Context: an optimization exercise on an open-source flow, tuned for small area. The choices shown serve that exercise and are no tape-out recipe. Only simulation tests tie the RTL to the original design; equivalence was not proved. No activity file was given, so power comes from the tool's default toggle rates. No driver is modelled on the clock port, so clocking that relies on it looks cheaper here than on a real chip.

job 3406:
// calc_top
module calc_top (
    input  logic                         clk,
    input  logic                         rst,
    input  logic                         enable,
    input  logic [16-1:0]     switches,
    output calc_data_pkg::entry_prompt_e prompt,
    output calc_data_pkg::calc_word_t    result,
    output logic                         sign,
    output logic                         done
);
    logic        press;
    logic        press_next;
    logic [2:0]  prompt_q;
    logic [1:0]  cls;
    logic [2:0]  op;
    logic [1:0]  size;
    logic [1:0]  chunk;
    logic        issue;
    button_debouncer debounce_i (
        .clk(clk), .rst(rst), .button(enable), .press(press), .press_next(press_next)
    );
    entry_sequencer seq_i (
        .clk(clk), .rst(rst), .press(press), .switches(switches),
        .prompt(prompt_q), .cls(cls), .op(op), .size(size), .chunk(chunk), .issue(issue)
    );
    assign prompt = calc_data_pkg::entry_prompt_e'(prompt_q);
    localparam logic [1:0] ST_IDLE = 2'd0;
    localparam logic [1:0] ST_PEND = 2'd1;
    localparam logic [1:0] ST_RUN  = 2'd2;
    logic [5:0] g;
    logic [1:0] st;
    logic [1:0] round;
    logic       ph;
    logic       run;
    logic       main;
    logic       i63;
    logic       i64;
    logic       ld;
    assign ph   = g[0];
  ...
Settings: LEC_CHECK=0, ABC_AREA=1, CAP_MARGIN=20, CORE_MARGIN=2, CORE_UTILIZATION=80, SLEW_MARGIN=20; clock period 400.0 ns.
standard.sh (not shown) runs the stock make flow with config.mk's settings and CLKGATE_MAP_FILE= SYNTH_SCRIPT=/design/flow/synth_recipe.tcl, a recipe that flattens the netlist after the stock synthesis.
==> flow/flow/run.sh <==
#!/bin/bash
# Standard layout with two changes: the port buffers use the smallest buffer
# cell, and clock tree synthesis uses clkbuf_8 leaf buffers without dummy loads.
set -euo pipefail
export BUFFER_PORTS_ARGS="-buffer_cell sky130_fd_sc_hd__buf_1"
export CTS_ARGS="-sink_clustering_enable -repair_clock_nets -buf_list sky130_fd_sc_hd__clkbuf_8 -sink_clustering_size 16 -sink_clustering_max_diameter 50 -dont_use_dummy_load"
bash standard.sh > standard_flow.log 2>&1
Job 3406 ended with every stage complete and zero timing, DRC or antenna violations.
--- input diff job 3406..job 5624 ---
==> flow/flow/run.sh <==
#!/bin/bash
# Standard layout with two changes: the port buffers use the smallest buffer
# cell, and clock tree synthesis uses clkbuf_8 leaf buffers without dummy loads.
set -euo pipefail
export BUFFER_PORTS_ARGS="-buffer_cell sky130_fd_sc_hd__buf_1"
export CTS_ARGS="-sink_clustering_enable -repair_clock_nets -buf_list sky130_fd_sc_hd__clkbuf_16 -sink_clustering_size 32 -sink_clustering_max_diameter 80 -dont_use_dummy_load"
bash standard.sh > standard_flow.log 2>&1
Notes after the runs:
- Job 5624 vs. job 3406: required time reported for the critical path endpoint down 30 ps, final period utilization stayed essentially flat, final cell count fell 21, all-layer global routing usage increased 1.8 points.
Here is what was changed in the inputs of job 2782 compared with job 5624.
==> flow/flow/run.sh <==
#!/bin/bash
# The standard layout (standard.sh) with three changes:
#  - synthesis is synth_recipe.tcl unchanged except that its abc (logic
#    mapping) call uses the area-oriented script flow/area.abc
#  - the port buffers use the smallest buffer cell
#  - clock tree synthesis uses clkbuf_16 with larger sink clusters and no
#    dummy loads
set -euo pipefail
work=$PWD
cat > "$work/flow_synth.tcl" <<EOT
proc abc {args} {
  set i [lsearch -exact \$args -script]
  if {\$i >= 0} { lset args [expr {\$i + 1}] $work/flow/area.abc }
  yosys abc {*}\$args
}
source $work/synth_recipe.tcl
EOT
export BUFFER_PORTS_ARGS="-buffer_cell sky130_fd_sc_hd__buf_1"
export CTS_ARGS="-sink_clustering_enable -repair_clock_nets -buf_list sky130_fd_sc_hd__clkbuf_16 -sink_clustering_size 32 -sink_clustering_max_diameter 80 -dont_use_dummy_load"
bash standard.sh SYNTH_SCRIPT="$work/flow_synth.tcl" finish > standard_flow.log 2>&1
==> flow/flow/area.abc (new file) <==
strash
dc2
dc2
dch -f
amap -m
topo
buffer -c
==> comparison <==
Job 2782 closes out successfully: all stages finished, all timing, DRC and antenna checks passed. Job 5624 went all the way through the flow, and no timing, DRC or antenna check failed. Across both runs, proportion of total power due to net switching was lower for job 2782 than for job 5624. Diff job 5624 -> job 2782: clock insertion delay at the later pin of the skew report level; fraction of the cycle the final worst path needs level. ~same power in job 2782 and job 5624. Lower iteration-0 DRC count of the detailed router among job 2782 and job 5624: job 2782. On post-synthesis cell type count: job 2782 sits above job 5624. When job 2782 is measured against job 5624, its post-layout net count turns out about 17% lower. Higher flop-to-flop setup slack goes to job 5624 over job 2782.
Modified inputs, job 6400 compared to job 2782
==> flow/flow/area.abc <==
strash
balance
rewrite
refactor
balance
rewrite
rewrite -z
balance
refactor -z
rewrite -z
balance
dch -f
amap
--- outcome ---
Cell with the largest stage delay on the worst path: sky130_fd_sc_hd__nor2_1 -> job 2782, sky130_fd_sc_hd__a222oi_1 -> job 6400
Looking at peak per-stage delay on the critical path across job 6400 and job 2782, the one that comes out higher is job 2782.
Relative to job 2782, the detailed placement HPWL of job 6400 is higher by 3300 um.
NOTE die span in y job 2782->job 6400 decreased by a few percent
Higher number of tap instances goes to job 2782 over job 6400.
Edits applied to the flow inputs when going from job 6400 to job 7172:
# job 6400
export LEC_CHECK = 0
export ABC_AREA = 1
export CAP_MARGIN = 20
export CORE_MARGIN = 2
export CORE_UTILIZATION = 80
export SLEW_MARGIN = 20
create_clock -name core_clock -period 400.0 [get_ports {clk}]
# job 7172
export LEC_CHECK = 0
export CAP_MARGIN = 20
export CORE_MARGIN = 2
export CORE_UTILIZATION = 70
export CTS_BUF_LIST = sky130_fd_sc_hd__clkbuf_8
export CTS_CLUSTER_DIAMETER = 60
export CTS_CLUSTER_SIZE = 20
export SLEW_MARGIN = 20
create_clock -name core_clock -period 400.0 [get_ports {clk}]
==> flow/run.sh (new file) <==
#!/bin/bash
# synth_recipe.tcl (not shown) runs the flow's synth.tcl, then flattens the netlist and writes it again
# the make line also repeats each setting of config.mk as NAME=value (left out here)
make -C /OpenROAD-flow-scripts/flow DESIGN_CONFIG=/design/flow/config.mk WORK_HOME=/design/flow/orfs CLKGATE_MAP_FILE= SYNTH_SCRIPT=/design/flow/synth_recipe.tcl finish
removed: flow/flow/run.sh
removed: flow/flow/area.abc
removed: flow/standard.sh
Notes after the runs:
- Of the two values seen for slowest library cell on the worst path, sky130_fd_sc_hd__a222oi_1 was produced by job 6400 and sky130_fd_sc_hd__clkdlybuf4s50_1 by job 7172.
- Job 7172 has completed all stages; timing, DRC and antenna checks passed.
- The final reports for job 7172 and job 6400 show final worst slack higher in the former.
- Summary of job 7172 over job 6400: die area up about 22%; clock skew down 38 ps.
- Job 7172 vs job 6400 — die boundary width climbed by more than 10%
- On first-iteration DRC count, job 7172 does better than job 6400.
- Job 6400 -> job 7172: count of clock-buffer cells in the layout increased by more than half
- | global-route usage | job 7172 vs job 6400 | 18 points lower |
- Relative to job 6400, leakage power increased by about 22% in job 7172.
- Job 7172: sequential power share lower than job 6400
- Compared with job 6400, job 7172 ends up with a larger final cell area.
Inputs modified between job 7172 and job 1027:
# job 7172
export LEC_CHECK = 0
export CAP_MARGIN = 20
export CORE_MARGIN = 2
export CORE_UTILIZATION = 70
export CTS_BUF_LIST = sky130_fd_sc_hd__clkbuf_8
export CTS_CLUSTER_DIAMETER = 60
export CTS_CLUSTER_SIZE = 20
export SLEW_MARGIN = 20
create_clock -name core_clock -period 400.0 [get_ports {clk}]
# job 1027
export LEC_CHECK = 0
export ABC_AREA = 1
export CAP_MARGIN = 20
export CORE_MARGIN = 2
export CORE_UTILIZATION = 80
export SLEW_MARGIN = 20
create_clock -name core_clock -period 400.0 [get_ports {clk}]
==> flow/flow/run.sh (new file) <==
#!/bin/bash
# The standard layout (standard.sh) with three changes:
#  - synthesis is synth_recipe.tcl unchanged except that its abc (logic
#    mapping) call uses the area-oriented script flow/area.abc
#  - the port buffers use the smallest buffer cell
#  - clock tree synthesis uses clkbuf_16 with larger sink clusters and no
#    dummy loads
set -euo pipefail
work=$PWD
cat > "$work/flow_synth.tcl" <<EOT
proc abc {args} {
  set i [lsearch -exact \$args -script]
  if {\$i >= 0} { lset args [expr {\$i + 1}] $work/flow/area.abc }
  yosys abc {*}\$args
}
source $work/synth_recipe.tcl
EOT
export BUFFER_PORTS_ARGS="-buffer_cell sky130_fd_sc_hd__buf_1"
export CTS_ARGS="-sink_clustering_enable -repair_clock_nets -buf_list sky130_fd_sc_hd__clkbuf_16 -sink_clustering_size 32 -sink_clustering_max_diameter 80 -dont_use_dummy_load"
bash standard.sh SYNTH_SCRIPT="$work/flow_synth.tcl" finish > standard_flow.log 2>&1
==> flow/flow/area.abc (new file) <==
strash
balance
rewrite
refactor
balance
rewrite
rewrite -z
balance
refactor -z
rewrite -z
balance
dch -f
amap -F 4 -A 10
==> flow/standard.sh (new file) <==
#!/bin/bash
# synth_recipe.tcl (not shown) runs the flow's synth.tcl, then flattens the netlist and writes it again
# the make line also repeats each setting of config.mk as NAME=value (left out here)
make -C /OpenROAD-flow-scripts/flow DESIGN_CONFIG=/design/flow/config.mk WORK_HOME=/design/flow/orfs CLKGATE_MAP_FILE= SYNTH_SCRIPT=/design/flow/synth_recipe.tcl "${@:-finish}"
removed: flow/run.sh
==> comparison <==
- Final wirelength on job 1027 is up relative to job 7172.
- Sort job 1027 and job 7172 by cell depth of the worst setup path, descending, and job 1027 comes first.
- Comparing relative max-transition margin for job 1027 and job 7172, the bigger number came from job 1027.
- Note that the number of tapcells recorded for job 7172 amounts to 1.2 times the value seen in job 1027.

========
== job 101 ==
Starting RTL as in the previous note.
clock: 400.0 ns
lec_check: 0
abc_area: 1
cap_margin: 20
core_margin: 2
core_utilization: 80
slew_margin: 20
==> flow/flow/run.sh <==
#!/bin/bash
# Standard layout with two changes: the port buffers use the smallest buffer
# cell, and clock tree synthesis uses clkbuf_16 buffers with larger sink clusters without dummy loads.
set -euo pipefail
export BUFFER_PORTS_ARGS="-buffer_cell sky130_fd_sc_hd__buf_1"
export CTS_ARGS="-sink_clustering_enable -repair_clock_nets -buf_list sky130_fd_sc_hd__clkbuf_16 -sink_clustering_size 32 -sink_clustering_max_diameter 80 -dont_use_dummy_load"
bash standard.sh > standard_flow.log 2>&1
Edits applied to the flow inputs when going from job 101 to job 102:
--- a/flow/flow/run.sh
+++ b/flow/flow/run.sh
@@ -6 +6 @@
-export CTS_ARGS="-sink_clustering_enable -repair_clock_nets -buf_list sky130_fd_sc_hd__clkbuf_16 -sink_clustering_size 32 -sink_clustering_max_diameter 80 -dont_use_dummy_load"
+export CTS_ARGS="-sink_clustering_enable -repair_clock_nets -buf_list sky130_fd_sc_hd__clkbuf_16 -sink_clustering_size 40 -sink_clustering_max_diameter 50 -dont_use_dummy_load"
Findings:
Comparing count of placed standard cells in the final layout, fillers left out for job 102 and job 101, the bigger number came from job 102. Job 102 can be clocked slower than job 101. Job 101 -> job 102: count of clock-buffer cells in the layout increased by more than half. Job 102 ended with more total chip power than job 101. Job 102: required time at the worst-slack endpoint 0.02 ns below job 101. When the final numbers for job 102 and job 101 were put side by side, the worst setup margin turned out to be greater in job 101.

-- afterwards: timing with drivers on the ports --
Ports are ideal in the flow. The routed layouts listed here were re-timed in OpenROAD.
Step 1, drivers: a clkbuf_16 drives clk and a buf_2 each remaining input, both assumed.
Step 2 times the ports against the registers' clock, not the clock port: input delays grow and output delays shrink by t, the midpoint of the rising clock arrivals with the driver on.
a / b / c = ideal ports / drivers / drivers and shift; a / b = the first two.
run | t, ns | setup WS [ns] | worst setup path at the end | worst register clock-pin slew, ns
job 3406 | 0.617 | 317.623 / 317.640 / 317.023 | input to register | 0.11 / 0.11
job 5624 | 0.564 | 317.586 / 317.602 / 317.038 | input to register | 0.12 / 0.12
job 2782 | 0.569 | 317.368 / 317.402 / 316.833 | input to register | 0.12 / 0.12
job 6400 | 0.576 | 318.105 / 318.128 / 317.553 | input to register | 0.12 / 0.12
job 7172 | 0.609 | 318.213 / 318.172 / 317.737 | input to register | 0.11 / 0.11
job 1027 | 0.573 | 317.952 / 317.982 / 317.409 | input to register | 0.12 / 0.12
job 101 | 0.564 | 317.586 / 317.602 / 317.038 | input to register | 0.12 / 0.12
job 102 | 0.573 | 317.327 / 317.348 / 316.775 | input to register | 0.11 / 0.11
After both steps every run listed still meets setup and hold. The setup slack of job 3406, which loses most, moves by +0.017 ns with the drivers and by -0.600 ns with both steps.
